Source: an optimization exercise on an open RTL-to-GDS flow (aim: small area). Production flows keep margins and buffers that such runs may drop. In this exercise RTL edits were held to simulation tests only and were not proved equivalent to the original. No activity file was given, so power comes from the tool's default toggle rates.

==> flow/design.v <==
`timescale 1ns/1ps
module cpu (
	input  logic        clk,
	input  logic        rst_n,
	output logic [15:0] pc,
	input  logic [15:0] instr,
	output logic        hlt,
	output logic        dmem_valid,
	output logic        dmem_write,
	output logic [15:0] dmem_addr,
	output logic [15:0] dmem_wdata,
	input  logic        dmem_ready,
	input  logic [15:0] dmem_rdata
);
	localparam logic [2:0] S_EX0  = 3'd1;
	localparam logic [2:0] S_EX1  = 3'd7;
	localparam logic [2:0] S_EX2  = 3'd4;
	localparam logic [2:0] S_MEM  = 3'd5;
	localparam logic [2:0] S_MEMW = 3'd3;
	localparam logic [2:0] S_CLR  = 3'd0;
	localparam logic [2:0] S_HALT = 3'd2;
	localparam logic [2:0] S_PC   = 3'd6;
	logic [3:0]   cnt;
	logic [2:0]   st;
	logic [15:1]  pcr;
	logic [15:1]  a;
	logic [15:0]  t;
	logic [239:0] rf;
	logic         z, n, v, c;
	logic         tk;
	wire [3:0] op   = instr[15:12];
	wire [3:0] f_rd = instr[11:8];
	wire [3:0] f_rs = instr[7:4];
	wire [3:0] f_rt = instr[3:0];
	wire first = (cnt == 4'd0);
	wire last  = (cnt == 4'd15);
	wire ex0 = (st == S_EX0);
	wire ex1 = (st == S_EX1);
	wire ex2 = (st == S_EX2);
	wire mem = (st == S_MEM);
	wire clr = (st == S_CLR);
	wire ppc = (st == S_PC);
	wire is_addsub = (op[3:1] == 3'b000);
	wire is_sub    = (op == 4'h1);
	wire is_xor    = (op == 4'h2);
	wire is_sll    = (op == 4'h4);
	wire is_lw     = (op == 4'h8);
	wire is_sw     = (op == 4'h9);
	wire is_ldi    = (op[3:1] == 3'b101);
	wire is_br     = (op == 4'hC);
	wire is_hlt    = (op == 4'hF);
	logic cond;
	always_comb begin
		case (instr[11:9])
			3'd0: cond = ~z;
			3'd1: cond = z;
			3'd2: cond = ~z & ~n;
			3'd3: cond = n;
			3'd4: cond = z | ~n;
			3'd5: cond = z | n;
			3'd6: cond = v;
			default: cond = 1'b1;
		endcase
	end
	logic [3:0] ridx;
	always_comb begin
		if (ex0) begin
			if (op[3]) ridx = is_lw ? f_rs : f_rd;
			else       ridx = is_sll ? f_rs : f_rt;
		end else begin
			ridx = f_rs;
		end
	end
	logic [15:0] rlsb;
	always_comb begin
		rlsb[0] = 1'b0;
		for (int k = 1; k < 16; k++) rlsb[k] = rf[16*(k-1)];
	end
	logic [3:0] rl1;
	always_comb
		for (int g = 0; g < 4; g++) rl1[g] = rlsb[{g[1:0], ridx[1:0]}];
	wire rbit = rl1[ridx[3:2]];
	wire pass_addr = (ex0 & is_lw) | (ex1 & is_sw);
	wire end_ins   = (ex0 & ~is_addsub & ~is_xor & ~is_sll & ~is_lw & ~is_sw) |
		(ex1 & (is_xor | is_sll | is_lw)) | (ex2 & is_addsub);
	logic immbit;
	logic offbit;
	always_comb begin
		case (cnt)
			4'd1: immbit = instr[0];
			4'd2: immbit = instr[1];
			4'd3: immbit = instr[2];
			default: immbit = instr[3];
		endcase
		offbit = cnt[3] ? instr[8] : instr[cnt[2:0]];
	end
	logic add_a;
	logic add_b;
	always_comb begin
		if (ppc) begin
			add_a = pcr[1];
			add_b = tk & t[0];
		end else if (pass_addr) begin
			add_a = rbit;
			add_b = ~first & immbit;
		end else begin
			add_a = rbit;
			add_b = t[0] ^ is_sub;
		end
	end
	wire cin  = first ? (ppc | (is_sub & ~pass_addr)) : c;
	wire sum  = add_a ^ add_b ^ cin;
	wire cout = (add_a & add_b) | (cin & (add_a ^ add_b));
	wire ovf  = (add_a == add_b) & (sum != add_a);
	wire ge  = (cnt >= f_rt);
	wire sat = last ? n : ~n;
	logic wbit;
	logic wen;
	always_comb begin
		wbit = 1'b0;
		wen  = 1'b0;
		if (clr) begin
			wen = 1'b1;
		end else if (ex0 & is_ldi) begin
			wen  = 1'b1;
			wbit = (cnt[3] ^ op[0]) ? instr[cnt[2:0]] : rbit;
		end else if (ex1 & is_xor) begin
			wen  = 1'b1;
			wbit = rbit ^ t[0];
		end else if (ex1 & is_sll) begin
			wen  = 1'b1;
			wbit = ge & t[0];
		end else if (ex1 & is_lw) begin
			wen  = 1'b1;
			wbit = t[0];
		end else if (ex2 & is_addsub) begin
			wen  = 1'b1;
			wbit = v ? sat : sum;
		end
	end
	wire zpass = (ex1 & (is_xor | is_sll)) | (ex2 & is_addsub);
	always_ff @(posedge clk) begin
		for (int k = 1; k < 16; k++) begin
			rf[16*(k-1) +: 16] <= {(wen & (clr | f_rd == k[3:0])) ? wbit : rf[16*(k-1)],
				rf[16*(k-1)+1 +: 15]};
		end
	end
	always_ff @(posedge clk) begin
		if (pass_addr) a <= {sum, a[15:2]};
		if ((ppc | clr) & ~last) pcr <= {sum & ~clr, pcr[15:2]};
	end
	wire t_ld = mem & dmem_ready;
	wire t_sh = ~mem & (st != S_MEMW) & ~(ex1 & is_sll & ~ge);
	always_ff @(posedge clk) begin
		if (t_ld)      t <= dmem_rdata;
		else if (t_sh) t <= {ex0 ? (is_br ? offbit : rbit) : t[0], t[15:1]};
	end
	always_ff @(posedge clk) begin
		c <= cout;
		if (ex0) tk <= is_br & cond;
		if (clr) begin
			z <= 1'b0;
			n <= 1'b0;
			v <= 1'b0;
		end else begin
			if (zpass) z <= (first | z) & ~wbit;
			if (ex1 & is_addsub & last) begin
				n <= add_a;
				v <= ovf;
			end
			if (ex2 & is_addsub & last) n <= wbit;
		end
	end
	logic [2:0] st_nx;
	always_comb begin
		st_nx = st;
		case (st)
			S_CLR:  if (last) st_nx = S_EX0;
			S_EX0:  if (is_hlt) st_nx = S_HALT;
				else if (last) st_nx = end_ins ? S_PC : is_lw ? S_MEM : S_EX1;
			S_EX1:  if (last) st_nx = end_ins ? S_PC : is_sw ? S_MEM : S_EX2;
			S_EX2:  if (last) st_nx = S_PC;
			S_PC:   if (last) st_nx = S_EX0;
			S_MEM:  if (dmem_ready) st_nx = !last ? S_MEMW : is_lw ? S_EX1 : S_PC;
			S_MEMW: if (last) st_nx = is_lw ? S_EX1 : S_PC;
			default: st_nx = st;
		endcase
	end
	always_ff @(posedge clk) begin
		if (!rst_n) begin
			st  <= S_CLR;
			cnt <= 4'd0;
		end else begin
			st  <= st_nx;
			cnt <= cnt + 4'd1;
		end
	end
	assign pc         = {pcr, 1'b0};
	assign hlt        = (st == S_HALT);
	assign dmem_valid = mem;
	assign dmem_write = op[0];
	assign dmem_addr  = {a, 1'b0};
	assign dmem_wdata = t;
endmodule
==> flow/flow/run.sh <==
#!/bin/bash
# The standard ORFS flow (standard.sh), with:
#  - an area-oriented ABC script for mapping the combinational logic
#    (registers are mapped before ABC runs, so they are the standard ones)
#  - no extraction of half/full adder cells before ABC (ABC maps them better)
#  - buf_1 cells as the port buffers
#  - a clock tree of clkbuf_4 cells without dummy loads
set -euo pipefail
rm -rf scripts_area
cp -r "$FLOW_HOME/scripts" scripts_area
cp flow/abc_area.script scripts_area/abc_area.script
export BUFFER_PORTS_ARGS="-buffer_cell sky130_fd_sc_hd__buf_1"
export CTS_ARGS="-sink_clustering_enable -repair_clock_nets -dont_use_dummy_load -buf_list sky130_fd_sc_hd__clkbuf_4 -sink_clustering_size 12 -sink_clustering_max_diameter 50"
bash standard.sh SCRIPTS_DIR="$PWD/scripts_area" ADDER_MAP_FILE= finish > standard.log 2>&1
==> flow/flow/abc_area.script <==
strash
dc2
dc2
dc2
&get -n
&dch -f
&nf -a -R 1000
&put
==> flow/standard.sh <==
#!/bin/bash
# synth_recipe.tcl (not shown) runs the flow's synth.tcl, then flattens the netlist and writes it again
# the make line also repeats each setting of config.mk as NAME=value (left out here)
make -C /OpenROAD-flow-scripts/flow DESIGN_CONFIG=/design/flow/config.mk WORK_HOME=/design/flow/orfs CLKGATE_MAP_FILE= SYNTH_SCRIPT=/design/flow/synth_recipe.tcl "${@:-finish}"
==> flow/config.mk <==
export PLATFORM = sky130hd
export DESIGN_NAME = cpu
export DESIGN_NICKNAME = cpu
export VERILOG_FILES = /design/flow/design.v
export SDC_FILE = /design/flow/constraint.sdc
export NUM_CORES = 4
export LEC_CHECK = 0
export ABC_AREA = 1
export CAP_MARGIN = 20
export CORE_MARGIN = 2
export CORE_UTILIZATION = 40
export SLEW_MARGIN = 20
==> flow/constraint.sdc <==
create_clock -name core_clock -period 10.0 [get_ports {clk}]
set_input_delay 2.0000 -clock core_clock [delete_from_list [all_inputs] [get_ports {clk}]]
set_output_delay 2.0000 -clock core_clock [all_outputs]
set_load 0.01 [all_outputs]
==> results of run 1 <==
[cell type report]
class                           instances  share of cell area (%)
Clock buffer                           30                    2.55
Sequential cell                       298                    72.9
Tap cell                              265                    3.76
Inverter                                7                   0.298
Antenna cell                            2                  0.0567
Timing Repair Buffer                   88                    3.96
Multi-Input combinational cell        234                    16.4
[worst max-delay path by stage]
stage | startpoint | endpoint | slack [ns] | depth (start not counted)
after CTS | instr[15] | rf[63] | 4.23 | 19
after detailed placement | instr[15] | rf[63] | 3.48 | 19
final | instr[15] | rf[63] | 4.16 | 19
after global placement | instr[15] | rf[127] | 3.71 | 19
after global routing | instr[12] | rf[127] | 3.49 | 20
after floorplan | instr[12] | rf[239] | 3.80 | 19
[registers in the layout, indices dropped and copies added, names as in the netlist]
register / count
a: 15
c: 1
cnt: 4
n: 1
pcr: 15
rf: 240
st: 3
t: 16
tk: 1
v: 1
z: 1
[synth_stat cells]
cell type    n
buf_4        3
maj3_1       1
o21ai_0     34
a21oi_1     23
a22o_1       1
o221a_1      1
conb_1       1
or2_0        1
nand4_1      2
o211ai_1     3
nor2_1      33
nor4b_1      1
o311ai_0     2
o41ai_1      2
o32ai_1      8
mux4_2       4
o31ai_1      3
nand3_1     13
dfxtp_1    251
or3_1        2
nor4_1       1
a221oi_1     1
nand3b_1     3
a31oi_1      2
a211oi_1     2
nor2b_1      3
a21boi_0     1
and3b_1      1
nor3_1       7
mux2i_1      3
a31o_1       2
nor4bb_1     1
edfxtp_1    47
mux2_1      15
and2_0       4
nor3b_1      3
a22oi_1      1
xnor2_1      4
and3_1       3
nand2b_1     9
o22ai_1      5
clkinv_1     7
nand2_1     27
[routing by layer]
| layer | vias to the layer above | routed length [µm] |
|---|---|---|
| met5 | - | 0 |
| met1 | 1991 | 6320 |
| met4 | 0 | 456 |
| met3 | 33 | 847 |
| li1 | 2128 | - |
| met2 | 143 | 6070 |
[power groups by stage]
stage	logic, W	registers (W)	clock network [W]
detailed placement	0.000322	0.00145	0
global route	0.000364	0.00144	0.000532
floorplan	0.000164	0.00147	0
global placement	0.000319	0.00145	0
CTS	0.000322	0.00143	0.000492
finish	0.000317	0.00142	0.000460
[cells in the final DEF (no fill, tap or decap), drive strengths merged, types with 4 or more instances in the layout]
cell type and instances:
dfxtp 251, buf 88, edfxtp 47, o21ai 34, nor2 33, clkbuf 30, nand2 27, a21oi 23
mux2 15, nand3 13, nand2b 9, o32ai 8, clkinv 7, nor3 7, o22ai 5, and2 4
mux4 4, xnor2 4
[critical path: cells and delay by family]
family | cells | cell delay, ns
xor+xnor | 2 | 0.37
mux | 2 | 0.89
buf+inv | 2 | 0.48
simple gates | 6 | 1.12
compound gates | 7 | 1.53
[per-stage QoR]
| stage | hold slack (ns) | setup slack [ns] | cell area (µm²) | utilization [%] | total power, W |
|---|---|---|---|---|---|
| final | 0.256 | 4.16 | 8820 | 45.3 | 0.00220 |
| after global routing | 0.229 | 3.49 | 8820 | 45.3 | 0.00234 |
| after floorplan | 0.310 | 3.80 | 7940 | - | 0.00163 |
| after global placement | 0.311 | 3.71 | 8590 | 44.2 | 0.00177 |
| after detailed placement | 0.312 | 3.48 | 8590 | 44.2 | 0.00177 |
| after CTS | 0.248 | 4.23 | 8820 | 45.3 | 0.00224 |
[logic make-up after synthesis]
family,share of synthesized area [%]
XOR/XNOR,0.442
flip-flops,81.1
AND/OR/NAND/NOR,6.99
multiplexers,3.64
AO/OA/AOI/OAI,7.00
adder cells (fa/ha/maj),0.126
other,0.0473
buffers and inverters,0.615
==> results.ini, run 1 <==
[power]
power.leakage_nw=3.22
switching_share_pct=26.7
clkPwrFrac_pct=20.9
combPwrFrac_pct=14.4
p_int_w=0.00161
p_per_area_nw_per_um2=249
p_seq_share_pct=64.7
switching_power_w=0.000587
ir_worst_vdd_v=0.000125

[clock_tree]
htree_levels=1
worstSkewPairLatency_ns=0.68
cts_hold_buffers=0
cts_setup_buffers=0
cts_tree=built
max-clock-path-buffers=3
root_buffer=clkbuf_4
cts.sinks=298
ctsResizeCount=0
clk_pin_slew_worst_paths_ns=0.11
numCtsBuffers=30

[global_routing]
grt_util_all_layers_pct=13.2
busiest_layer=met2
grt_max_degree=18
gr-usage-met2_pct=21.2
grt-ovfl-total=0
grtUsageMet1_pct=17.3
gr-usage-met3_pct=2.99
grt_pass1_wl_um=21400
grt_pass1_vias=4114
grt_antenna_before_repair=1

[floorplan]
die_w_um=145
rows=51
initial_core_util_pct=40.8
die-height_um=145
die_area_um2=21000
coreArea_um2=19500
ios=86

[timing]
setup_violations=0
slew_viol_final=0
slew_headroom_pct=44.1
hold_viol_final=0
timing.final.crit_share_pct=58.4
rsz0062_at_grt=no
fin_setup_tns_ns=0
worst-slew-pin-transition_ns=0.830
min_period_ns=5.84
skew_ns=0.0885
max_clock_freq_ghz=0.171

[placed_design]
routabilityCongestion=0.860
io_buffers=83
place_hpwl_um=9370
dp_cells=892

[synthesis]
synthCells=541
ys_ff_latch=298
synth_top_area_share_pct=63.3
yosysWarnings=1
yosys-top-cells-area=dfxtp_1 (63%), edfxtp_1 (18%), o21ai_0 (2.1%), mux2_1 (2.1%), nor2_1 (1.6%)
ys_types=43
syn-cell-area_um2=7930
yosysTopAreaCell=dfxtp_1
yosysSeqAreaShare_pct=81.1
synth_area_per_cell_um2=14.7

[routing]
num_vias=4295
vias_per_cell=4.65
drt-total-wl_um=13700
drc=0
drtIter0Drc=199
drt_first_pass_iters=5
drt-wirelength-per-cell_um=14.8
drtAntennaViolNets=0

[layout]
multiInputGateArea_um2=1450
area_delta_synth_final_pct=11.2
fin_cells=924
drive_gt1_share_pct=5.94
num-nets-final=694
fill_cells=1762
final-seq-area_um2=6440

[min_path]
hp-class=reg2reg
hold_path_depth=0
min_to=rf[230]
hold_path.startpoint=rf[231]

[critical_path]
max_stage_delay_ns=0.67
rr_endpoint=rf[63]
path_max_fanout=17
reg2reg_slack_ns=5.35
crit_type=in2reg
endpoint_kind=flip-flop
r2r_cells=19
worstPathRequired_ns=10.57
cp_cell_sequence=buf_1 -> nor2b_1 -> and2_0 -> nor2_1 -> o21ai_0 -> mux4_2 -> or2_0 -> a21oi_1 -> a21oi_1 -> mux2i_1 -> xnor2_1 -> xnor2_1 -> nor2_1 -> nor3_1 -> a21oi_1 -> o21ai_0 -> o21ai_0 -> buf_4 -> o41ai_1
crit_slowest_cell=o21ai_0
startpoint_type=input pin
r2r-start=st[2]
critPathArrivalTime_ns=6.41

[status]
status=no timing/DRC/antenna violations

[flow_run]
maxCapViolations=0

==> inputs of run 2 (changes only) <==
--- a/flow/config.mk
+++ b/flow/config.mk
@@ -6,7 +6,7 @@
 export NUM_CORES = 4
 export LEC_CHECK = 0
 export ABC_AREA = 1
-export CAP_MARGIN = 20
+export CAP_MARGIN = 0
 export CORE_MARGIN = 2
 export CORE_UTILIZATION = 40
-export SLEW_MARGIN = 20
+export SLEW_MARGIN = 0
==> run 2 against run 1 <==
Effect of this change: flip-flop and latch count unchanged; non-clock buffer count stayed put; die area is the same; first-iteration DRC count is the same; clock power barely moved; final cell count did not move; critical endpoint unchanged; largest power group unchanged.
==> results.ini, run 2 <==
[global_routing]
grt_pass1_wl_um=21400  ; unchanged
grt_max_degree=18  ; unchanged
grt_pass1_vias=4114  ; unchanged
grt_antenna_before_repair=1  ; unchanged
grt-ovfl-total=0  ; unchanged
grt_util_all_layers_pct=13.2  ; unchanged

[critical_path]
startpoint_type=input pin
worstPathRequired_ns=10.57  ; about the same
path_max_fanout=17  ; unchanged
endpoint_kind=flip-flop
r2r_cells=19  ; unchanged
critPathArrivalTime_ns=6.41  ; about the same
crit_type=in2reg
reg2reg_slack_ns=5.35  ; about the same

[power]
switching_share_pct=26.7  ; unchanged
p_int_w=0.00161  ; unchanged
ir_worst_vdd_v=0.000125  ; unchanged
switching_power_w=0.000587  ; unchanged
clkPwrFrac_pct=20.9  ; about the same
p_seq_share_pct=64.7  ; about the same
power.leakage_nw=3.22  ; unchanged
combPwrFrac_pct=14.4  ; about the same
p_per_area_nw_per_um2=249  ; unchanged

[synthesis]
synth_top_family_by_area=compound AO/OA/AOI/OAI gates
synthMuxAreaShare_pct=3.64  ; unchanged
ys_types=43  ; unchanged
synthCells=541  ; unchanged
yosysSeqAreaShare_pct=81.1  ; unchanged
yosys-top-cells-area=dfxtp_1 (63%), edfxtp_1 (18%), o21ai_0 (2.1%), mux2_1 (2.1%), nor2_1 (1.6%)
synth_most_common_cell=dfxtp_1
yosysWarnings=1  ; unchanged
syn-cell-area_um2=7930  ; unchanged
ys_ff_latch=298  ; unchanged
synthAdderAreaFrac_pct=0.126  ; unchanged
synth_edf_count=47  ; unchanged
yosysTopAreaCell=dfxtp_1
yosys-top-cells-count=dfxtp_1 (251), edfxtp_1 (47), o21ai_0 (34), nor2_1 (33), nand2_1 (27)
synthSimpleGateAreaFrac_pct=6.99  ; unchanged
synth_xor_area_share_pct=0.442  ; unchanged
ys_async_sr_fraction_pct=0  ; unchanged
synthFlopType=dfxtp_1
synth_top_area_share_pct=63.3  ; unchanged
synth_compound_area_share_pct=7.00  ; unchanged
synth_area_per_cell_um2=14.7  ; unchanged

[layout]
area_delta_synth_final_pct=11.2  ; unchanged
fill_cells=1762  ; unchanged
drive_gt1_share_pct=5.94  ; unchanged
top_register=rf
reg.largest.list=rf: 240 flops, t: 16 flops
multiInputGateArea_um2=1450  ; unchanged
num-nets-final=694  ; unchanged
final_common_cell=dfxtp_1
final-seq-area_um2=6440  ; unchanged
largest_reg_flops=240  ; unchanged
finish.utilization_pct=45.3  ; unchanged
layout_common_cells=dfxtp_1 (251), buf_1 (83), edfxtp_1 (47), nor2_1 (33), o21ai_0 (33)

[routing]
drtIter0Drc=199  ; unchanged
drt-total-wl_um=13700  ; unchanged
num_vias=4295  ; unchanged
drtAntennaViolNets=0  ; unchanged
drt-wirelength-per-cell_um=14.8  ; unchanged
drt_first_pass_iters=5  ; unchanged
drc=0  ; unchanged
vias_per_cell=4.65  ; unchanged

[min_path]
hold_path_depth=0  ; unchanged
hp-class=reg2reg

[timing]
timing.final.crit_share_pct=58.4  ; unchanged
min_period_ns=5.84  ; unchanged
hold_viol_final=0  ; unchanged
setup_violations=0  ; unchanged
slew_viol_final=0  ; unchanged
worst-slew-pin-transition_ns=0.830  ; unchanged
rsz0062_at_grt=no
slew_headroom_pct=44.1  ; unchanged
fin_setup_tns_ns=0  ; unchanged
skew_ns=0.0885  ; unchanged
max_clock_freq_ghz=0.171  ; unchanged

[clock_tree]
cts.sinks=298  ; unchanged
max-clock-path-buffers=3  ; unchanged
cts_tree=built
cts_setup_buffers=0  ; unchanged
worstSkewPairLatency_ns=0.68  ; about the same
numCtsBuffers=30  ; unchanged
cts_hold_buffers=0  ; unchanged
htree_levels=1  ; unchanged
clk_pin_slew_worst_paths_ns=0.11  ; about the same
root_buffer=clkbuf_4
ctsResizeCount=0  ; unchanged

[floorplan]
initial_core_util_pct=40.8  ; unchanged
die_w_um=145  ; unchanged
coreArea_um2=19500  ; unchanged
ios=86  ; unchanged
rows=51  ; unchanged
die_area_um2=21000  ; unchanged
die-height_um=145  ; unchanged

[placed_design]
place_hpwl_um=9370  ; unchanged
routabilityCongestion=0.860  ; unchanged
io_buffers=83  ; unchanged

[flow_run]
maxCapViolations=0  ; unchanged

[status]
status=no timing/DRC/antenna violations

[run 2: final cells by class]
type | count | share of cell area, %
diodes | 2 | 0.0567
clock buffers | 30 | 2.55
inverters | 7 | 0.298
multi-input cells | 234 | 16.4
flip-flops and latches | 298 | 72.9
well taps | 265 | 3.76
repair buffers | 88 | 3.96
[run 2: final timing paths]
check / start / end
min reg2reg: rf[231] / rf[230]
min: rf[231] / rf[230]
max: instr[15] / rf[63]
max reg2reg: st[2] / rf[63]
[run 2: power groups by stage]
stage	Combinational, W	Sequential, W	Clock [W]
3_3_place_gp	0.000319	0.00145	0
3_5_place_dp	0.000322	0.00145	0
5_1_grt	0.000364	0.00144	0.000532
4_1_cts	0.000322	0.00143	0.000492
2_1_floorplan	0.000164	0.00147	0
6_report	0.000317	0.00142	0.000460
[run 2: metrics by stage]
stage / setup slack (ns) / power (W) / std cells / hold WS [ns] / instance area, µm²
final: 4.16 / 0.00220 / 924 / 0.256 / 8820
after floorplan: 3.80 / 0.00163 / 542 / 0.310 / 7940
after CTS: 4.23 / 0.00224 / 922 / 0.248 / 8820
after global routing: 3.49 / 0.00234 / 924 / 0.229 / 8820
after detailed placement: 3.48 / 0.00177 / 892 / 0.312 / 8590
after global placement: 3.71 / 0.00177 / 892 / 0.311 / 8590
[run 2: routing by layer]
metal	vias to the layer above	track usage, %	share of wire [%]
met5	-	0	0
met4	0	5.21	3.3
met3	33	2.99	6.2
met2	143	21.2	44
met1	1991	17.3	46
li1	2128	-	-
[run 2: cells by family (layout without fill, tap and decap cells)]
logic type / after synthesis / count (layout)
flip-flops: 298 / 298
multiplexers: 22 / 22
XOR/XNOR: 4 / 4
AO/OA/AOI/OAI: 91 / 91
AND/OR/NAND/NOR: 114 / 114
buffers and inverters: 10 / 125
adder cells (fa/ha/maj): 1 / 1
other: 1 / 4
[run 2: worst max-delay path: stages]
cell and delay (ns):
buf_1 0.28, nor2b_1 0.25, and2_0 0.27, nor2_1 0.13
o21ai_0 0.67, mux4_2 0.59, or2_0 0.22, a21oi_1 0.12
a21oi_1 0.11, mux2i_1 0.30, xnor2_1 0.12, xnor2_1 0.25
nor2_1 0.07, nor3_1 0.18, a21oi_1 0.06, o21ai_0 0.14
o21ai_0 0.09, buf_4 0.20, o41ai_1 0.34
==> inputs of run 3 (changes only) <==
--- a/flow/design.v
+++ b/flow/design.v
@@ -146,7 +146,7 @@
 		end
 	end
 	always_ff @(posedge clk) begin
-		if (pass_addr) a <= {sum, a[15:2]};
+		if (pass_addr & ~first) a <= {sum, a[15:2]};
 		if ((ppc | clr) & ~last) pcr <= {sum & ~clr, pcr[15:2]};
 	end
 	wire t_ld = mem & dmem_ready;
--- a/flow/flow/run.sh
+++ b/flow/flow/run.sh
@@ -10,5 +10,5 @@
 cp -r "$FLOW_HOME/scripts" scripts_area
 cp flow/abc_area.script scripts_area/abc_area.script
 export BUFFER_PORTS_ARGS="-buffer_cell sky130_fd_sc_hd__buf_1"
-export CTS_ARGS="-sink_clustering_enable -repair_clock_nets -dont_use_dummy_load -buf_list sky130_fd_sc_hd__clkbuf_4 -sink_clustering_size 12 -sink_clustering_max_diameter 50"
+export CTS_ARGS="-sink_clustering_enable -repair_clock_nets -dont_use_dummy_load -buf_list sky130_fd_sc_hd__clkbuf_8 -sink_clustering_size 22 -sink_clustering_max_diameter 60"
 bash standard.sh SCRIPTS_DIR="$PWD/scripts_area" ADDER_MAP_FILE= finish > standard.log 2>&1
--- a/flow/config.mk
+++ b/flow/config.mk
@@ -6,7 +6,7 @@
 export NUM_CORES = 4
 export LEC_CHECK = 0
 export ABC_AREA = 1
-export CAP_MARGIN = 0
+export CAP_MARGIN = 20
 export CORE_MARGIN = 2
 export CORE_UTILIZATION = 40
-export SLEW_MARGIN = 0
+export SLEW_MARGIN = 20
==> run 3 against run 2 <==
Effect of this change: still clean; worst hold slack better by 0.037 ns; non-clock buffer count stayed put; fmax is 14% lower; flip-flop and latch count stayed put; critical path depth is 1 higher; combinational power is 5% higher; first-iteration DRC count is 10% higher; setup slack worse by 0.95 ns; clock power is 5.9% higher; synthesized area is 0.30% higher; count of clock-buffer cells in the layout is 11 lower; sequential power is 4% lower; critical path type unchanged; largest cell class unchanged.
==> results.ini, run 3 <==
[global_routing]
grt_max_degree=23  ; +5
grt-ovfl-total=0  ; unchanged
grt_antenna_before_repair=0  ; -1
grt_pass1_vias=4299  ; +4.5%
grt_util_all_layers_pct=13.1  ; -0.12 points
grt_pass1_wl_um=22300  ; +4.1%

[synthesis]
yosysTopAreaCell=dfxtp_1
synthCells=554  ; +2.4%
yosysSeqAreaShare_pct=80.9  ; -0.24 points
synth_edf_count=47  ; unchanged
yosys-top-cells-count=dfxtp_1 (251), edfxtp_1 (47), o21ai_0 (39), nand2_1 (31), nor2_1 (24)
ys_ff_latch=298  ; unchanged
synth_area_per_cell_um2=14.4  ; -2.1%
ys_async_sr_fraction_pct=0  ; unchanged
synthFlopType=dfxtp_1
yosys-top-cells-area=dfxtp_1 (63%), edfxtp_1 (18%), o21ai_0 (2.5%), mux2_1 (2.3%), nand2_1 (1.5%)
synth_top_area_share_pct=63.2  ; -0.19 points
yosysWarnings=1  ; unchanged
synth_most_common_cell=dfxtp_1
syn-cell-area_um2=7960  ; +0.30%
ys_types=42  ; -2.3%

[floorplan]
ios=86  ; unchanged
coreArea_um2=19500  ; unchanged
rows=51  ; unchanged
die-height_um=145  ; +0.15%
initial_core_util_pct=40.9  ; +0.12 points
die_w_um=145  ; +0.15%
die_area_um2=21000  ; +0.29%

[layout]
antenna_cells=0  ; -2
layout_common_cells=dfxtp_1 (251), buf_1 (83), edfxtp_1 (47), o21ai_0 (38), nand2_1 (31)
area_delta_synth_final_pct=11.7
reg.largest.list=rf: 240 flops, t: 16 flops
final_common_cell=dfxtp_1
num-nets-final=696  ; +0.29%
top_register=rf
drive_gt1_share_pct=3.95  ; -2.0 points
largest_reg_flops=240  ; unchanged

[timing]
worst-slew-pin-transition_ns=1.04  ; +0.207 ns
min_period_ns=6.79  ; +0.948 ns
timing.final.crit_share_pct=67.9  ; +9.5 points
slew_viol_final=0  ; unchanged
skew_ns=0.0330  ; -0.0556 ns
rsz0062_at_grt=no
slew_headroom_pct=29.9  ; -14 points
setup_violations=0  ; unchanged
max_clock_freq_ghz=0.147  ; -14%
fin_setup_tns_ns=0  ; unchanged
hold_viol_final=0  ; unchanged

[clock_tree]
cts_tree=built
htree_levels=1  ; unchanged
max-clock-path-buffers=3  ; unchanged
cts.sinks=298  ; unchanged
ctsResizeCount=0  ; unchanged
worstSkewPairLatency_ns=0.52  ; -0.16 ns
clk_pin_slew_worst_paths_ns=0.11  ; about the same
cts_setup_buffers=0  ; unchanged
root_buffer=clkbuf_8
numCtsBuffers=19  ; -37%
cts_hold_buffers=0  ; unchanged

[placed_design]
routabilityCongestion=0.892  ; +3.7%
place_hpwl_um=9670  ; +3.3%
io_buffers=83  ; unchanged

[power]
ir_worst_vdd_v=0.000131  ; +5.3%
totalPowerFinal_w=0.00219  ; -0.18%
p_per_area_nw_per_um2=247  ; -0.84%
power.leakage_nw=3.24  ; +0.65%

[routing]
vias_per_cell=4.71  ; +1.4%
drtAntennaViolNets=0  ; unchanged
drt-wirelength-per-cell_um=14.9  ; +0.71%
drt_first_pass_iters=8  ; +3
num_vias=4353  ; +1.4%
drt-total-wl_um=13800  ; +0.71%
drtIter0Drc=219  ; +10%
drc=0  ; unchanged

[critical_path]
crit_slowest_cell=nor4b_1
max_stage_delay_ns=0.89  ; +0.22 ns
startpoint_type=input pin
worstPathRequired_ns=10.40  ; -0.17 ns
cp_cell_sequence=buf_1 -> nor4b_1 -> nor2_1 -> nand2_1 -> o22ai_1 -> nor2_1 -> mux2i_1 -> o21ai_0 -> o21ai_0 -> o21ai_0 -> mux2i_1 -> nand3_1 -> nand2_1 -> xnor2_1 -> nor2_1 -> o311a_1 -> nor3_1 -> o31ai_1 -> buf_4 -> o41ai_1
endpoint_kind=flip-flop
crit_type=in2reg
path_max_fanout=17  ; unchanged
critPathArrivalTime_ns=7.18  ; +0.77 ns
r2r_cells=19  ; unchanged

[status]
status=no timing/DRC/antenna violations

[min_path]
hp-class=reg2reg
hold_path_depth=0  ; unchanged

[flow_run]
maxCapViolations=0  ; unchanged

run 3: where the power goes:
part	switching (W)	total (W)	leakage [nW]	internal (W)
sequential	0.0000501	0.00137	2.50	0.00132
combinational	0.000218	0.000332	0.603	0.000114
clock	0.000315	0.000487	0.137	0.000172
run 3: path summary, 6_finish.rpt:
kind	start	endpoint	slack (ns)
worst max-delay path	instr[15]	rf[63]	3.21
worst max register to register	st[0]	rf[63]	4.86
worst min-delay path	rf[5]	rf[4]	0.29
worst min register to register	rf[5]	rf[4]	0.29
run 3: worst max-delay path, delay by kind of cell:
kind                      cells  cell delay, ns
and+or+nand+nor               8            2.27
AOI/OAI and AO/OA             7            1.64
buffers and inverters         2            0.55
muxes                         2            0.45
xor gates and xnor gates      1            0.25
run 3: through the flow:
| step | utilization (%) | worst slack, ns | instance area [µm²] | instances | hold WS (ns) |
|---|---|---|---|---|---|
| finish | 45.6 | 3.21 | 8880 | 924 | 0.293 |
| global route | 45.6 | 2.70 | 8880 | 924 | 0.303 |
| CTS | 45.6 | 3.28 | 8880 | 924 | 0.293 |
| detailed placement | 44.3 | 2.79 | 8620 | 905 | 0.312 |
| global placement | 44.3 | 3.09 | 8620 | 905 | 0.310 |
| floorplan | - | 3.59 | 7960 | 555 | 0.310 |
run 3: cells by family after synthesis:
kind of cell             Yosys count  share of synthesized area (%)
multiplexers                      20                           2.92
AO/OA/AOI/OAI                     97                           7.45
AND/OR/NAND/NOR                  116                           7.23
other                              1                         0.0471
adder cells (fa/ha/maj)            1                          0.126
XOR/XNOR                           3                          0.330
flip-flops                       298                           80.9
buffers and inverters             18                          0.991
run 3: routing by layer:
layer,up-vias,routed length [µm],track usage [%]
met5,-,0,0
met4,0,454,5.20
met3,37,715,2.86
met2,132,6180,20.9
met1,2043,6440,17.3
li1,2141,-,-
run 3: area by class of cell:
type	instances	area [µm²]
Fill cell	1796	10600
Multi-Input combinational cell	239	1450
Timing Repair Buffer	88	349
Tap cell	265	332
Clock buffer	19	262
Sequential cell	298	6440
Inverter	15	56.3
==> inputs of run 4 (changes only) <==
--- a/flow/design.v
+++ b/flow/design.v
@@ -146,7 +146,7 @@
 		end
 	end
 	always_ff @(posedge clk) begin
-		if (pass_addr & ~first) a <= {sum, a[15:2]};
+		if (pass_addr) a <= {sum, a[15:2]};
 		if ((ppc | clr) & ~last) pcr <= {sum & ~clr, pcr[15:2]};
 	end
 	wire t_ld = mem & dmem_ready;
--- a/flow/flow/run.sh
+++ b/flow/flow/run.sh
@@ -9,6 +9,20 @@
 rm -rf scripts_area
 cp -r "$FLOW_HOME/scripts" scripts_area
 cp flow/abc_area.script scripts_area/abc_area.script
+# after power recovery, repair any slew or capacitance it broke and legalize
+python3 - <<'PY'
+p = "scripts_area/util.tcl"
+s = open(p).read()
+a = """  log_cmd repair_timing {*}$additional_args
+  report_tns"""
+assert a in s
+s = s.replace(a, """  log_cmd repair_timing {*}$additional_args
+  repair_design_helper
+  log_cmd detailed_placement
+  report_tns""", 1)
+open(p, "w").write(s)
+PY
+export RECOVER_POWER=100
 export BUFFER_PORTS_ARGS="-buffer_cell sky130_fd_sc_hd__buf_1"
-export CTS_ARGS="-sink_clustering_enable -repair_clock_nets -dont_use_dummy_load -buf_list sky130_fd_sc_hd__clkbuf_8 -sink_clustering_size 22 -sink_clustering_max_diameter 60"
+export CTS_ARGS="-sink_clustering_enable -repair_clock_nets -dont_use_dummy_load -buf_list sky130_fd_sc_hd__clkbuf_4 -sink_clustering_size 12 -sink_clustering_max_diameter 50"
 bash standard.sh SCRIPTS_DIR="$PWD/scripts_area" ADDER_MAP_FILE= finish > standard.log 2>&1
==> run 4 against run 3 <==
Effect of this change: register-to-register slack about the same; worst hold slack worse by 0.039 ns; cell area down 0.83%; clock power down 5.3%; utilization down 0.38 points; fmax up 11%; routed wire length down 0.41%; combinational power down 6.0%; still clean on timing, DRC and antenna; non-clock buffer count unchanged; critical endpoint is now rf[239]; flip-flop and latch count unchanged; first-iteration DRC count down 17%.
==> results.ini, run 4 <==
[floorplan]
rows=51  ; unchanged
die_area_um2=21000  ; -0.29%
ios=86  ; unchanged
die_w_um=145  ; -0.14%
initial_core_util_pct=40.8  ; -0.12 points
die-height_um=145  ; -0.14%
coreArea_um2=19500  ; unchanged

[synthesis]
ys_async_sr_fraction_pct=0  ; unchanged
yosys-top-cells-count=dfxtp_1 (251), edfxtp_1 (47), o21ai_0 (34), nor2_1 (33), nand2_1 (27)
yosysSeqAreaShare_pct=81.1  ; +0.24 points
syn-cell-area_um2=7930  ; -0.30%
synth_top_area_share_pct=63.3  ; +0.19 points
synthFlopType=dfxtp_1
yosysWarnings=1  ; unchanged
synth_area_per_cell_um2=14.7  ; +2.1%
synth_most_common_cell=dfxtp_1
ys_types=43  ; +2.4%
ys_ff_latch=298  ; unchanged
synth_edf_count=47  ; unchanged
yosys-top-cells-area=dfxtp_1 (63%), edfxtp_1 (18%), o21ai_0 (2.1%), mux2_1 (2.1%), nor2_1 (1.6%)
yosysTopAreaCell=dfxtp_1
synthCells=541  ; -2.3%

[critical_path]
startpoint=instr[15]
crit_type=in2reg
r2r-start=st[2]
path_max_fanout=17  ; unchanged
crit_slowest_cell=o21ai_0
r2r_cells=20  ; +1
cp_cell_sequence=clkbuf_1 -> nor2b_1 -> and2_0 -> nor2_1 -> o21ai_0 -> mux4_2 -> or2_0 -> a21oi_1 -> a21oi_1 -> mux2i_1 -> xnor2_1 -> xnor2_1 -> nor2_1 -> nor3_1 -> a21oi_1 -> o21ai_0 -> o21ai_0 -> clkbuf_1 -> a21oi_1 -> a31o_1
critPathArrivalTime_ns=6.68  ; -0.50 ns
worstPathRequired_ns=10.56  ; +0.16 ns
endpoint_kind=flip-flop
reg2reg_slack_ns=4.87  ; about the same
crit_top_cell=a21oi_1
startpoint_type=input pin
max_stage_delay_ns=0.69  ; -0.20 ns
rr_endpoint=rf[239]

[layout]
top_register=rf
drive_gt1_share_pct=5.33  ; +1.4 points
area_delta_synth_final_pct=11.1
reg.largest.list=rf: 240 flops, t: 16 flops
layout_common_cells=dfxtp_1 (251), buf_1 (79), edfxtp_1 (47), o21ai_0 (34), nor2_1 (33)
num-nets-final=694  ; -0.29%
largest_reg_flops=240  ; unchanged
final_common_cell=dfxtp_1

[min_path]
min_to=rf[230]
hold_path.startpoint=rf[231]
hold_path_depth=0  ; unchanged
hp-class=reg2reg

[clock_tree]
worstSkewPairLatency_ns=0.68  ; +0.16 ns
ctsResizeCount=0  ; unchanged
cts_tree=built
numCtsBuffers=30  ; +11
htree_levels=1  ; unchanged
cts_setup_buffers=0  ; unchanged
max-clock-path-buffers=3  ; unchanged
root_buffer=clkbuf_4
cts.sinks=298  ; unchanged
clk_pin_slew_worst_paths_ns=0.11  ; about the same
cts_hold_buffers=0  ; unchanged

[timing]
setup_violations=0  ; unchanged
worst-slew-pin-transition_ns=0.849  ; -0.187 ns
setup_ws_ns=3.87  ; +0.660 ns
hold_viol_final=0  ; unchanged
slew_headroom_pct=42.8  ; +13 points
slew_viol_final=0  ; unchanged
max_clock_freq_ghz=0.163  ; +11%
skew_ns=0.0894  ; +0.0565 ns
rsz0062_at_grt=no
timing.final.crit_share_pct=61.3  ; -6.6 points
fin_setup_tns_ns=0  ; unchanged
min_period_ns=6.13  ; -0.660 ns

[power]
p_seq_share_pct=64.8  ; +2.2 points
p_per_area_nw_per_um2=249  ; +0.89%
ir_worst_vdd_v=0.000125  ; -5.0%
switching_share_pct=26.8  ; +0.15 points
power.leakage_nw=3.21  ; -1.1%
p_int_w=0.00161  ; -0.15%
combPwrFrac_pct=14.2  ; -0.9 points
clkPwrFrac_pct=21.0  ; -1.2 points
switching_power_w=0.000587  ; +0.62%

[global_routing]
grt_util_all_layers_pct=13.2  ; +0.12 points
grt_pass1_wl_um=21400  ; -3.9%
grt_antenna_before_repair=1  ; +1
grt_pass1_vias=4114  ; -4.3%
grt-ovfl-total=0  ; unchanged
grt_max_degree=18  ; -22%

[routing]
num_vias=4270  ; -1.9%
vias_per_cell=4.62  ; -1.9%
drt-total-wl_um=13700  ; -0.41%
drc=0  ; unchanged
drt_first_pass_iters=4  ; -4
drtAntennaViolNets=0  ; unchanged
drt-wirelength-per-cell_um=14.9  ; -0.41%
drtIter0Drc=182  ; -17%

[placed_design]
dp_slack_ns=3.48  ; +0.684 ns
io_buffers=83  ; unchanged
routabilityCongestion=0.860  ; -3.6%
place_hpwl_um=9370  ; -3.2%

[flow_run]
maxCapViolations=0  ; unchanged

[status]
status=no timing/DRC/antenna violations

## run 4: changes by cell type in the layout (fill, tap and decap cells not counted), moves of 8 or more
cell / previous run / this run
clkbuf_1: 0 / 8
clkbuf_4: 0 / 30
clkbuf_8: 19 / 0
clkinv_1: 15 / 7
nor2_1: 24 / 33
## run 4: worst max path at each step
| stage | to | slack [ns] | cells past startpoint |
|---|---|---|---|
| 2_1_floorplan | rf[239] | 3.80 | 19 |
| 3_3_place_gp | rf[127] | 3.71 | 19 |
| 3_5_place_dp | rf[63] | 3.48 | 19 |
| 4_1_cts | rf[63] | 4.23 | 19 |
| 5_1_grt | z | 3.19 | 21 |
| 6_report | rf[239] | 3.87 | 20 |
## run 4: metal layers
| metal | GRT usage (%) | up-vias | part of all wire, % |
|---|---|---|---|
| met3 | 2.99 | 29 | 6.1 |
| met2 | 21.2 | 136 | 45 |
| met4 | 5.21 | 0 | 2.7 |
| met1 | 17.3 | 1979 | 46 |
| met5 | 0 | - | 0 |
| li1 | - | 2126 | - |
## run 4: per-stage QoR
| stage | util, % | std cells | cell area (µm²) | power [W] | hold WS, ns |
|---|---|---|---|---|---|
| floorplan | - | 542 | 7940 | 0.00163 | 0.310 |
| global placement | 44.2 | 892 | 8590 | 0.00177 | 0.311 |
| detailed placement | 44.2 | 892 | 8590 | 0.00177 | 0.312 |
| CTS | 45.3 | 922 | 8820 | 0.00224 | 0.248 |
| global route | 45.3 | 924 | 8810 | 0.00233 | 0.229 |
| finish | 45.3 | 924 | 8810 | 0.00220 | 0.254 |
## run 4: power groups by stage
stage	clock network [W]	registers, W	logic [W]
6_report	0.000461	0.00142	0.000312
5_1_grt	0.000532	0.00144	0.000359
4_1_cts	0.000492	0.00143	0.000322
3_5_place_dp	0	0.00145	0.000322
3_3_place_gp	0	0.00145	0.000319
2_1_floorplan	0	0.00147	0.000164
## run 4: worst max-delay path, delay by kind of cell
kind	cells	cell delay, ns
AO/OA/AOI/OAI	8	1.59
AND/OR/NAND/NOR	6	1.01
multiplexers	2	0.89
buffers and inverters	2	0.89
XOR/XNOR	2	0.31
## run 4: kinds of logic after synthesis
family / after synthesis / synth area share, %
adder cells (fa/ha/maj): 1 / 0.126
AO/OA/AOI/OAI: 91 / 7.00
buffers and inverters: 10 / 0.615
flip-flops: 298 / 81.1
multiplexers: 22 / 3.64
other: 1 / 0.0473
AND/OR/NAND/NOR: 114 / 6.99
XOR/XNOR: 4 / 0.442
## run 4: cell type report
cell class / instances / area, µm²
Timing Repair Buffer: 88 / 334
Multi-Input combinational cell: 234 / 1450
Inverter: 7 / 26.3
Sequential cell: 298 / 6440
Antenna cell: 2 / 5.00
Tap cell: 265 / 332
Fill cell: 1767 / 10700
Clock buffer: 30 / 225
==> inputs of run 5 (changes only) <==
--- a/flow/flow/run.sh
+++ b/flow/flow/run.sh
@@ -5,6 +5,8 @@
 #  - no extraction of half/full adder cells before ABC (ABC maps them better)
 #  - buf_1 cells as the port buffers
 #  - a clock tree of clkbuf_4 cells without dummy loads
+#  - power recovery (downsizing cells with slack) after global routing,
+#    followed by a design repair pass for any slew it breaks
 set -euo pipefail
 rm -rf scripts_area
 cp -r "$FLOW_HOME/scripts" scripts_area
==> run 5 against run 4 <==
Effect of this change: non-clock buffer count unchanged; sequential share of layout area is the same; global-route usage is the same; cell area did not move; critical path depth unchanged; worst hold slack unchanged; clock skew unchanged; sequential power about the same; flip-flop and latch count unchanged; synthesized area did not move; fmax is the same; synthesized cell count stayed put; largest cell class unchanged; highest routed layer unchanged.
==> results.ini, run 5 <==
[placed_design]
place_hpwl_um=9370  ; unchanged
routabilityCongestion=0.860  ; unchanged
io_buffers=83  ; unchanged
dp_slack_ns=3.48  ; unchanged

[synthesis]
synth_most_common_cell=dfxtp_1
synth_area_per_cell_um2=14.7  ; unchanged
ys_types=43  ; unchanged
yosysWarnings=1  ; unchanged
synth_edf_count=47  ; unchanged
synth_top_family_by_area=compound AO/OA/AOI/OAI gates
ys_ff_latch=298  ; unchanged
synthSimpleGateAreaFrac_pct=6.99  ; unchanged
synthAdderAreaFrac_pct=0.126  ; unchanged
synth_xor_area_share_pct=0.442  ; unchanged
synthFlopType=dfxtp_1
synth_top_area_share_pct=63.3  ; unchanged
synthMuxAreaShare_pct=3.64  ; unchanged
synthCells=541  ; unchanged
ys_async_sr_fraction_pct=0  ; unchanged
yosysSeqAreaShare_pct=81.1  ; unchanged
synth_compound_area_share_pct=7.00  ; unchanged
yosys-top-cells-area=dfxtp_1 (63%), edfxtp_1 (18%), o21ai_0 (2.1%), mux2_1 (2.1%), nor2_1 (1.6%)
yosysTopAreaCell=dfxtp_1
syn-cell-area_um2=7930  ; unchanged
yosys-top-cells-count=dfxtp_1 (251), edfxtp_1 (47), o21ai_0 (34), nor2_1 (33), nand2_1 (27)

[timing]
max_clock_freq_ghz=0.163  ; unchanged
timing.final.crit_share_pct=61.3  ; unchanged
skew_ns=0.0894  ; unchanged
min_period_ns=6.13  ; unchanged
fin_setup_tns_ns=0  ; unchanged
slew_headroom_pct=42.8  ; unchanged
setup_violations=0  ; unchanged
slew_viol_final=0  ; unchanged
worst-slew-pin-transition_ns=0.849  ; unchanged
hold_viol_final=0  ; unchanged
setup_ws_ns=3.87  ; unchanged
hold-worst-slack_ns=0.254  ; unchanged
rsz0062_at_grt=no

[critical_path]
worstPathRequired_ns=10.56  ; about the same
critical-path-top-delay-family=compound AO/OA/AOI/OAI gates
critPathArrivalTime_ns=6.68  ; about the same
startpoint=instr[15]
worst-path-stages=20  ; unchanged
endpoint_kind=flip-flop
r2r-start=st[2]
crit_top_cell=a21oi_1
crit_slowest_cell=o21ai_0
max_stage_delay_ns=0.69  ; about the same
startpoint_type=input pin
crit_type=in2reg
cp_cell_sequence=clkbuf_1 -> nor2b_1 -> and2_0 -> nor2_1 -> o21ai_0 -> mux4_2 -> or2_0 -> a21oi_1 -> a21oi_1 -> mux2i_1 -> xnor2_1 -> xnor2_1 -> nor2_1 -> nor3_1 -> a21oi_1 -> o21ai_0 -> o21ai_0 -> clkbuf_1 -> a21oi_1 -> a31o_1
crit_path_end=rf[239]
rr_endpoint=rf[239]
path_buf_inv=2  ; unchanged
path_max_fanout=17  ; unchanged
reg2reg_slack_ns=4.87  ; about the same
r2r_cells=20  ; unchanged

[clock_tree]
cts_setup_buffers=0  ; unchanged
ctsResizeCount=0  ; unchanged
cts_hold_buffers=0  ; unchanged
worstSkewPairLatency_ns=0.68  ; about the same
max-clock-path-buffers=3  ; unchanged
htree_levels=1  ; unchanged
clk_pin_slew_worst_paths_ns=0.11  ; about the same
numCtsBuffers=30  ; unchanged
cts_tree=built
root_buffer=clkbuf_4
cts.sinks=298  ; unchanged

[routing]
drtIter0Drc=182  ; unchanged
drt_first_pass_iters=4  ; unchanged
vias_per_cell=4.62  ; unchanged
num_vias=4270  ; unchanged
drt-total-wl_um=13700  ; unchanged
drc=0  ; unchanged
drt-wirelength-per-cell_um=14.9  ; unchanged
drtAntennaViolNets=0  ; unchanged

[floorplan]
coreArea_um2=19500  ; unchanged
initial_core_util_pct=40.8  ; unchanged
rows=51  ; unchanged
die_area_um2=21000  ; unchanged
die_w_um=145  ; unchanged
ios=86  ; unchanged
die-height_um=145  ; unchanged

[flow_run]
maxCapViolations=0  ; unchanged

[layout]
largest_reg_flops=240  ; unchanged
drive_gt1_share_pct=5.33  ; unchanged
layout_common_cells=dfxtp_1 (251), buf_1 (79), edfxtp_1 (47), o21ai_0 (34), nor2_1 (33)
top_register=rf
final_common_cell=dfxtp_1
area_delta_synth_final_pct=11.1  ; unchanged
reg.largest.list=rf: 240 flops, t: 16 flops
num-nets-final=694  ; unchanged

[global_routing]
grt_pass1_vias=4114  ; unchanged
grt_util_all_layers_pct=13.2  ; unchanged
grt_antenna_before_repair=1  ; unchanged
grt_max_degree=18  ; unchanged
grt_pass1_wl_um=21400  ; unchanged
grt-ovfl-total=0  ; unchanged

[power]
power.leakage_nw=3.21  ; unchanged
p_per_area_nw_per_um2=249  ; unchanged
ir_worst_vdd_v=0.000125  ; unchanged

[min_path]
hp-class=reg2reg

[status]
status=no timing/DRC/antenna violations

==> run 5: cell counts after synthesis <==
Identical to the previous run, type by type.
==> run 5: kinds of logic (layout without fill, tap and decap cells) <==
logic type | count (synthesis) | after routing
adders and majority gates | 1 | 1
other | 1 | 4
AOI/OAI and AO/OA | 91 | 91
DFF | 298 | 298
muxes | 22 | 22
xor gates and xnor gates | 4 | 4
and+or+nand+nor | 114 | 114
buffers and inverters | 10 | 125
==> run 5: worst min-delay path by stage <==
stage | start | slack (ns) | cells past startpoint | to
after global placement | rf[37] | 0.31 | 0 | rf[36]
after CTS | rf[231] | 0.25 | 0 | rf[230]
after global routing | rf[231] | 0.23 | 0 | rf[230]
final | rf[231] | 0.25 | 0 | rf[230]
after floorplan | rf[1] | 0.31 | 0 | rf[0]
after detailed placement | rf[114] | 0.31 | 0 | rf[113]
==> run 5: final cells by class <==
cell class              instances  area [µm²]
well taps                     265         332
clock buffers                  30         225
repair buffers                 88         334
flip-flops and latches        298        6440
multi-input cells             234        1450
fillers                      1767       10700
inverters                       7        26.3
diodes                          2        5.00
==> run 5: metrics by stage <==
step,util (%),instance area [µm²],total power (W),std cells
after floorplan,-,7940,0.00163,542
after global placement,44.2,8590,0.00177,892
after detailed placement,44.2,8590,0.00177,892
after CTS,45.3,8820,0.00224,922
after global routing,45.3,8810,0.00233,924
final,45.3,8810,0.00220,924
==> run 5: power by group <==
| part | switching [W] | total [W] | leakage (nW) | internal, W |
|---|---|---|---|---|
| clock network | 0.000323 | 0.000461 | 0.138 | 0.000138 |
| logic | 0.000202 | 0.000312 | 0.575 | 0.000110 |
| registers | 0.0000623 | 0.00142 | 2.49 | 0.00136 |
| total | 0.000587 | 0.00220 | 3.21 | 0.00161 |
==> run 5: layer usage <==
metal	global-route usage (%)	share of wire, %	vias up
li1	-	-	2126
met1	17.3	46	1979
met2	21.2	45	136
met3	2.99	6.1	29
met4	5.21	2.7	0
met5	0	0	-
==> inputs of run 6 (changes only) <==
--- a/flow/design.v
+++ b/flow/design.v
@@ -49,6 +49,11 @@
 	wire is_ldi    = (op[3:1] == 3'b101);
 	wire is_br     = (op == 4'hC);
 	wire is_hlt    = (op == 4'hF);
+	wire x_addsub  = ~op[3] & ~op[2] & ~op[1];
+	wire x_xor     = op[1];
+	wire x_sll     = op[2];
+	wire x_lw      = op[3] & ~op[0];
+	wire x_sw      = op[3] & op[0];
 	logic cond;
 	always_comb begin
 		case (instr[11:9])
@@ -65,8 +70,8 @@
 	logic [3:0] ridx;
 	always_comb begin
 		if (ex0) begin
-			if (op[3]) ridx = is_lw ? f_rs : f_rd;
-			else       ridx = is_sll ? f_rs : f_rt;
+			if (op[3]) ridx = (op[1] | op[0]) ? f_rd : f_rs;
+			else       ridx = op[2] ? f_rs : f_rt;
 		end else begin
 			ridx = f_rs;
 		end
@@ -80,9 +85,9 @@
 	always_comb
 		for (int g = 0; g < 4; g++) rl1[g] = rlsb[{g[1:0], ridx[1:0]}];
 	wire rbit = rl1[ridx[3:2]];
-	wire pass_addr = (ex0 & is_lw) | (ex1 & is_sw);
-	wire end_ins   = (ex0 & ~is_addsub & ~is_xor & ~is_sll & ~is_lw & ~is_sw) |
-		(ex1 & (is_xor | is_sll | is_lw)) | (ex2 & is_addsub);
+	wire pass_addr = (ex0 & is_lw) | (ex1 & x_sw);
+	wire end0      = ~is_addsub & ~is_xor & ~is_sll & ~is_lw & ~is_sw;
+	wire end1      = x_xor | x_sll | x_lw;
 	logic immbit;
 	logic offbit;
 	always_comb begin
@@ -105,10 +110,10 @@
 			add_b = ~first & immbit;
 		end else begin
 			add_a = rbit;
-			add_b = t[0] ^ is_sub;
-		end
-	end
-	wire cin  = first ? (ppc | (is_sub & ~pass_addr)) : c;
+			add_b = t[0] ^ op[0];
+		end
+	end
+	wire cin  = first ? (ppc | (op[0] & ~pass_addr)) : c;
 	wire sum  = add_a ^ add_b ^ cin;
 	wire cout = (add_a & add_b) | (cin & (add_a ^ add_b));
 	wire ovf  = (add_a == add_b) & (sum != add_a);
@@ -124,21 +129,15 @@
 		end else if (ex0 & is_ldi) begin
 			wen  = 1'b1;
 			wbit = (cnt[3] ^ op[0]) ? instr[cnt[2:0]] : rbit;
-		end else if (ex1 & is_xor) begin
-			wen  = 1'b1;
-			wbit = rbit ^ t[0];
-		end else if (ex1 & is_sll) begin
-			wen  = 1'b1;
-			wbit = ge & t[0];
-		end else if (ex1 & is_lw) begin
-			wen  = 1'b1;
-			wbit = t[0];
-		end else if (ex2 & is_addsub) begin
+		end else if (ex1) begin
+			wen  = end1;
+			wbit = x_xor ? rbit ^ t[0] : x_sll ? ge & t[0] : t[0];
+		end else if (ex2) begin
 			wen  = 1'b1;
 			wbit = v ? sat : sum;
 		end
 	end
-	wire zpass = (ex1 & (is_xor | is_sll)) | (ex2 & is_addsub);
+	wire zpass = (ex1 & (x_xor | x_sll)) | ex2;
 	always_ff @(posedge clk) begin
 		for (int k = 1; k < 16; k++) begin
 			rf[16*(k-1) +: 16] <= {(wen & (clr | f_rd == k[3:0])) ? wbit : rf[16*(k-1)],
@@ -150,10 +149,10 @@
 		if ((ppc | clr) & ~last) pcr <= {sum & ~clr, pcr[15:2]};
 	end
 	wire t_ld = mem & dmem_ready;
-	wire t_sh = ~mem & (st != S_MEMW) & ~(ex1 & is_sll & ~ge);
+	wire t_sh = ~mem & (st != S_MEMW) & ~(ex1 & x_sll & ~ge);
 	always_ff @(posedge clk) begin
 		if (t_ld)      t <= dmem_rdata;
-		else if (t_sh) t <= {ex0 ? (is_br ? offbit : rbit) : t[0], t[15:1]};
+		else if (t_sh) t <= {ex0 ? ((op[3] & op[2]) ? offbit : rbit) : t[0], t[15:1]};
 	end
 	always_ff @(posedge clk) begin
 		c <= cout;
@@ -164,11 +163,11 @@
 			v <= 1'b0;
 		end else begin
 			if (zpass) z <= (first | z) & ~wbit;
-			if (ex1 & is_addsub & last) begin
+			if (ex1 & x_addsub & last) begin
 				n <= add_a;
 				v <= ovf;
 			end
-			if (ex2 & is_addsub & last) n <= wbit;
+			if (ex2 & last) n <= wbit;
 		end
 	end
 	logic [2:0] st_nx;
@@ -176,13 +175,12 @@
 		st_nx = st;
 		case (st)
 			S_CLR:  if (last) st_nx = S_EX0;
-			S_EX0:  if (is_hlt) st_nx = S_HALT;
-				else if (last) st_nx = end_ins ? S_PC : is_lw ? S_MEM : S_EX1;
-			S_EX1:  if (last) st_nx = end_ins ? S_PC : is_sw ? S_MEM : S_EX2;
+			S_EX0:  if (last) st_nx = is_hlt ? S_HALT : end0 ? S_PC : is_lw ? S_MEM : S_EX1;
+			S_EX1:  if (last) st_nx = end1 ? S_PC : x_sw ? S_MEM : S_EX2;
 			S_EX2:  if (last) st_nx = S_PC;
 			S_PC:   if (last) st_nx = S_EX0;
-			S_MEM:  if (dmem_ready) st_nx = !last ? S_MEMW : is_lw ? S_EX1 : S_PC;
-			S_MEMW: if (last) st_nx = is_lw ? S_EX1 : S_PC;
+			S_MEM:  if (dmem_ready) st_nx = !last ? S_MEMW : op[0] ? S_PC : S_EX1;
+			S_MEMW: if (last) st_nx = op[0] ? S_PC : S_EX1;
 			default: st_nx = st;
 		endcase
 	end
--- a/flow/flow/run.sh
+++ b/flow/flow/run.sh
@@ -26,5 +26,5 @@
 PY
 export RECOVER_POWER=100
 export BUFFER_PORTS_ARGS="-buffer_cell sky130_fd_sc_hd__buf_1"
-export CTS_ARGS="-sink_clustering_enable -repair_clock_nets -dont_use_dummy_load -buf_list sky130_fd_sc_hd__clkbuf_4 -sink_clustering_size 12 -sink_clustering_max_diameter 50"
+export CTS_ARGS="-sink_clustering_enable -repair_clock_nets -dont_use_dummy_load -buf_list sky130_fd_sc_hd__clkbuf_4 -sink_clustering_size 10 -sink_clustering_max_diameter 50"
 bash standard.sh SCRIPTS_DIR="$PWD/scripts_area" ADDER_MAP_FILE= finish > standard.log 2>&1
==> run 6 against run 5 <==
Effect of this change: still clean; clock skew decreased by 0.0075 ns; first-iteration DRC count increased by 32%; sequential share of layout area increased by 0.062 points; synthesized area decreased by 0.49%; sequential power increased by 23%; setup slack got worse by 0.15 ns; total power increased by 20%; utilization increased by 0.11 points; critical path depth decreased by 5; die area decreased by 0.48%.
==> results.ini, run 6 <==
[routing]
dr_wl_met2_um=5630  ; -8.4%
highest_layer=met4
wl_met1_um=6520  ; +2.2%
drt_first_pass_iters=4  ; unchanged
drtAntennaViolNets=0  ; unchanged
drt-wirelength-per-cell_um=14.4  ; -3.2%
wl_met3_um=911  ; +8.8%
num_vias=4305  ; +0.82%
drc=0  ; unchanged
drtIter0Drc=241  ; +32%
vias_per_cell=4.63  ; +0.17%
drt-total-wl_um=13400  ; -2.6%

[power]
combPwrFrac_pct=15.2  ; +1.0 points
switching_power_w=0.000719  ; +22%
switching_share_pct=27.2  ; +0.43 points
p_int_w=0.00193  ; +20%
p_per_area_nw_per_um2=300  ; +21%
p_seq_share_pct=65.8  ; +1.0 points
power.leakage_nw=3.27  ; +1.9%
clkPwrFrac_pct=19.0  ; -2.0 points
ir_worst_vdd_v=0.000160  ; +29%

[synthesis]
yosys-top-cells-area=dfxtp_1 (64%), edfxtp_1 (18%), a21oi_1 (2.2%), o21ai_0 (2.2%), mux2_1 (2.1%)
synth_most_common_cell=dfxtp_1
synthFlopType=dfxtp_1
ys_types=44  ; +2.3%
synth_edf_count=47  ; unchanged
synth_area_per_cell_um2=14.5  ; -1.2%
synthCells=545  ; +0.74%
synth_top_area_share_pct=63.7  ; +0.31 points
ys_ff_latch=298  ; unchanged
ys_async_sr_fraction_pct=0  ; unchanged
yosysTopAreaCell=dfxtp_1
yosys-top-cells-count=dfxtp_1 (251), edfxtp_1 (47), a21oi_1 (35), o21ai_0 (35), nor2_1 (33)
syn-cell-area_um2=7890  ; -0.49%
yosysWarnings=1  ; unchanged
yosysSeqAreaShare_pct=81.5  ; +0.40 points

[timing]
slew_headroom_pct=42.1  ; -0.69 points
timing.final.crit_share_pct=62.7  ; +1.5 points
hold_viol_final=0  ; unchanged
slew_viol_final=0  ; unchanged
skew_ns=0.0819  ; -0.00753 ns
worst-slew-pin-transition_ns=0.860  ; +0.0114 ns
fin_setup_tns_ns=0  ; unchanged
setup_violations=0  ; unchanged
setup_ws_ns=3.73  ; -0.148 ns
rsz0062_at_grt=no
max_clock_freq_ghz=0.159  ; -2.4%
min_period_ns=6.27  ; +0.148 ns

[layout]
layout_common_cells=dfxtp_1 (251), buf_1 (79), edfxtp_1 (47), clkbuf_4 (37)
top_register=rf
num-nets-final=701  ; +1.0%
fill_cells=1789  ; +1.2%
largest_reg_flops=240  ; unchanged
area_delta_synth_final_pct=11.5
drive_gt1_share_pct=6.02  ; +0.70 points
reg.largest.list=rf: 240 flops, t: 16 flops
final_common_cell=dfxtp_1

[min_path]
hold_path.startpoint=rf[55]
hp-class=reg2reg
min_to=rf[54]
hold_path_depth=0  ; unchanged

[floorplan]
initial_core_util_pct=40.7  ; -0.066 points
die-height_um=144  ; -0.24%
coreArea_um2=19400  ; -0.33%
rows=51  ; unchanged
die_w_um=144  ; -0.24%
die_area_um2=20900  ; -0.48%
ios=86  ; unchanged

[global_routing]
grt_pass1_wl_um=21300  ; -0.55%
grt_pass1_vias=4256  ; +3.5%
grt_max_degree=18  ; unchanged
grt_antenna_before_repair=1  ; unchanged
grt_util_all_layers_pct=13.1  ; -0.074 points
grt-ovfl-total=0  ; unchanged

[critical_path]
crit_type=in2reg
reg2reg_slack_ns=5.13  ; +0.26 ns
r2r_cells=15  ; -25%
endpoint_kind=flip-flop
path_max_fanout=14  ; -3
r2r-start=st[1]
worstPathRequired_ns=10.50  ; -0.06 ns
critPathArrivalTime_ns=6.77  ; +0.09 ns
startpoint_type=input pin
rr_endpoint=rf[15]

[placed_design]
dp_slack_ns=3.17  ; -0.307 ns
io_buffers=83  ; unchanged
place_hpwl_um=9200  ; -1.8%
routabilityCongestion=0.834  ; -3.0%

[clock_tree]
htree_levels=2  ; +1
root_buffer=clkbuf_4
worstSkewPairLatency_ns=0.62  ; -0.06 ns
cts.sinks=298  ; unchanged
cts_setup_buffers=0  ; unchanged
clk_pin_slew_worst_paths_ns=0.10  ; about the same
cts_tree=built
max-clock-path-buffers=3  ; unchanged
numCtsBuffers=37  ; +23%
ctsResizeCount=0  ; unchanged
cts_hold_buffers=0  ; unchanged

[status]
status=no timing/DRC/antenna violations

[flow_run]
maxCapViolations=0  ; unchanged

run 6: cells by family after synthesis:
group                    count (synthesis)  synth area share, %
other                                    1               0.0475
AND/OR/NAND/NOR                        109                 6.56
flip-flops                             298                 81.5
multiplexers                            22                 3.50
XOR/XNOR                                 3                0.333
buffers and inverters                   12                0.713
AO/OA/AOI/OAI                           99                 7.18
adder cells (fa/ha/maj)                  1                0.127
run 6: worst max-delay path: stages:
cell	delay (ns)
clkbuf_1	0.21
o21ai_0	0.53
a21oi_1	0.22
o21ai_0	0.62
mux4_2	0.58
mux2i_1	0.16
a21oi_1	0.17
mux2i_1	0.26
or2_0	0.21
nand2_1	0.09
xnor2_1	0.26
o21ai_0	0.11
a21boi_0	0.44
clkinv_1	0.49
o32ai_1	0.41
run 6: how the worst max path moves through the flow:
stage | startpoint | end
finish | instr[12] | rf[15]
global route | instr[12] | rf[15]
CTS | instr[12] | rf[15]
detailed placement | instr[12] | rf[207]
global placement | instr[12] | rf[15]
floorplan | instr[12] | rf[15]
run 6: area by class of cell:
cell class,instances,area (µm²),share of cell area [%]
timing repair buffer,84,315,3.58
clock buffer,37,278,3.16
inverter,9,33.8,0.384
multi-input combinational,236,1410,16.0
sequential,298,6440,73.1
tap,265,332,3.77
antenna,1,2.50,0.0284
run 6: per-stage QoR:
step / hold slack [ns] / total power (W) / util, % / area [µm²] / std cells
after floorplan: 0.310 / 0.00199 / - / 7900 / 546
after global placement: 0.310 / 0.00216 / 43.9 / 8530 / 892
after detailed placement: 0.312 / 0.00218 / 43.9 / 8530 / 892
after CTS: 0.296 / 0.00269 / 45.4 / 8800 / 929
after global routing: 0.299 / 0.00283 / 45.4 / 8800 / 930
final: 0.297 / 0.00264 / 45.4 / 8800 / 930
run 6: power by group through the flow:
stage / Sequential (W) / Combinational (W) / Clock [W]
after floorplan: 0.00175 / 0.000245 / 0
after global placement: 0.00176 / 0.000398 / 0
after CTS: 0.00175 / 0.000410 / 0.000531
after detailed placement: 0.00177 / 0.000407 / 0
final: 0.00174 / 0.000403 / 0.000501
after global routing: 0.00178 / 0.000459 / 0.000587
run 6: metal layers:
| layer | global-route usage [%] | vias up |
|---|---|---|
| met3 | 4.01 | 26 |
| met4 | 6.13 | 0 |
| met5 | 0 | - |
| li1 | - | 2123 |
| met2 | 19.4 | 142 |
| met1 | 17.6 | 2014 |

[separate check: timing with driven ports]
The flow's constraints put no driver on any port. The routed layouts listed below were extracted and timed again, unchanged, in two steps. Step 1: set_driving_cell puts a clkbuf_16 on clk and a buf_2 on each other input, an assumption about the parent block. Step 2, shift: input delay + t, output delay - t, t = (earliest + latest rising clock arrival at the registers) / 2. This alone moves slack from input paths to output paths. Three values: ideal ports, drivers, drivers and shift; two values: the first two.
run	t (ns)	setup slack, ns	worst setup path at the end	worst slew at a driven data input, ns	cell pins on the clock port's net
run 1	0.665	4.162 / 4.153 / 3.487	input to register	0.05	1
run 2	0.665	4.162 / 4.153 / 3.487	input to register	0.05	1
run 3	0.543	3.214 / 3.201 / 2.658	input to register	0.06	1
run 4	0.667	3.875 / 3.867 / 3.200	input to register	0.05	1
run 5	0.667	3.875 / 3.867 / 3.200	input to register	0.05	1
run 6	0.619	3.727 / 3.737 / 3.118	input to register	0.07	1
After both steps every run listed still meets setup and hold.
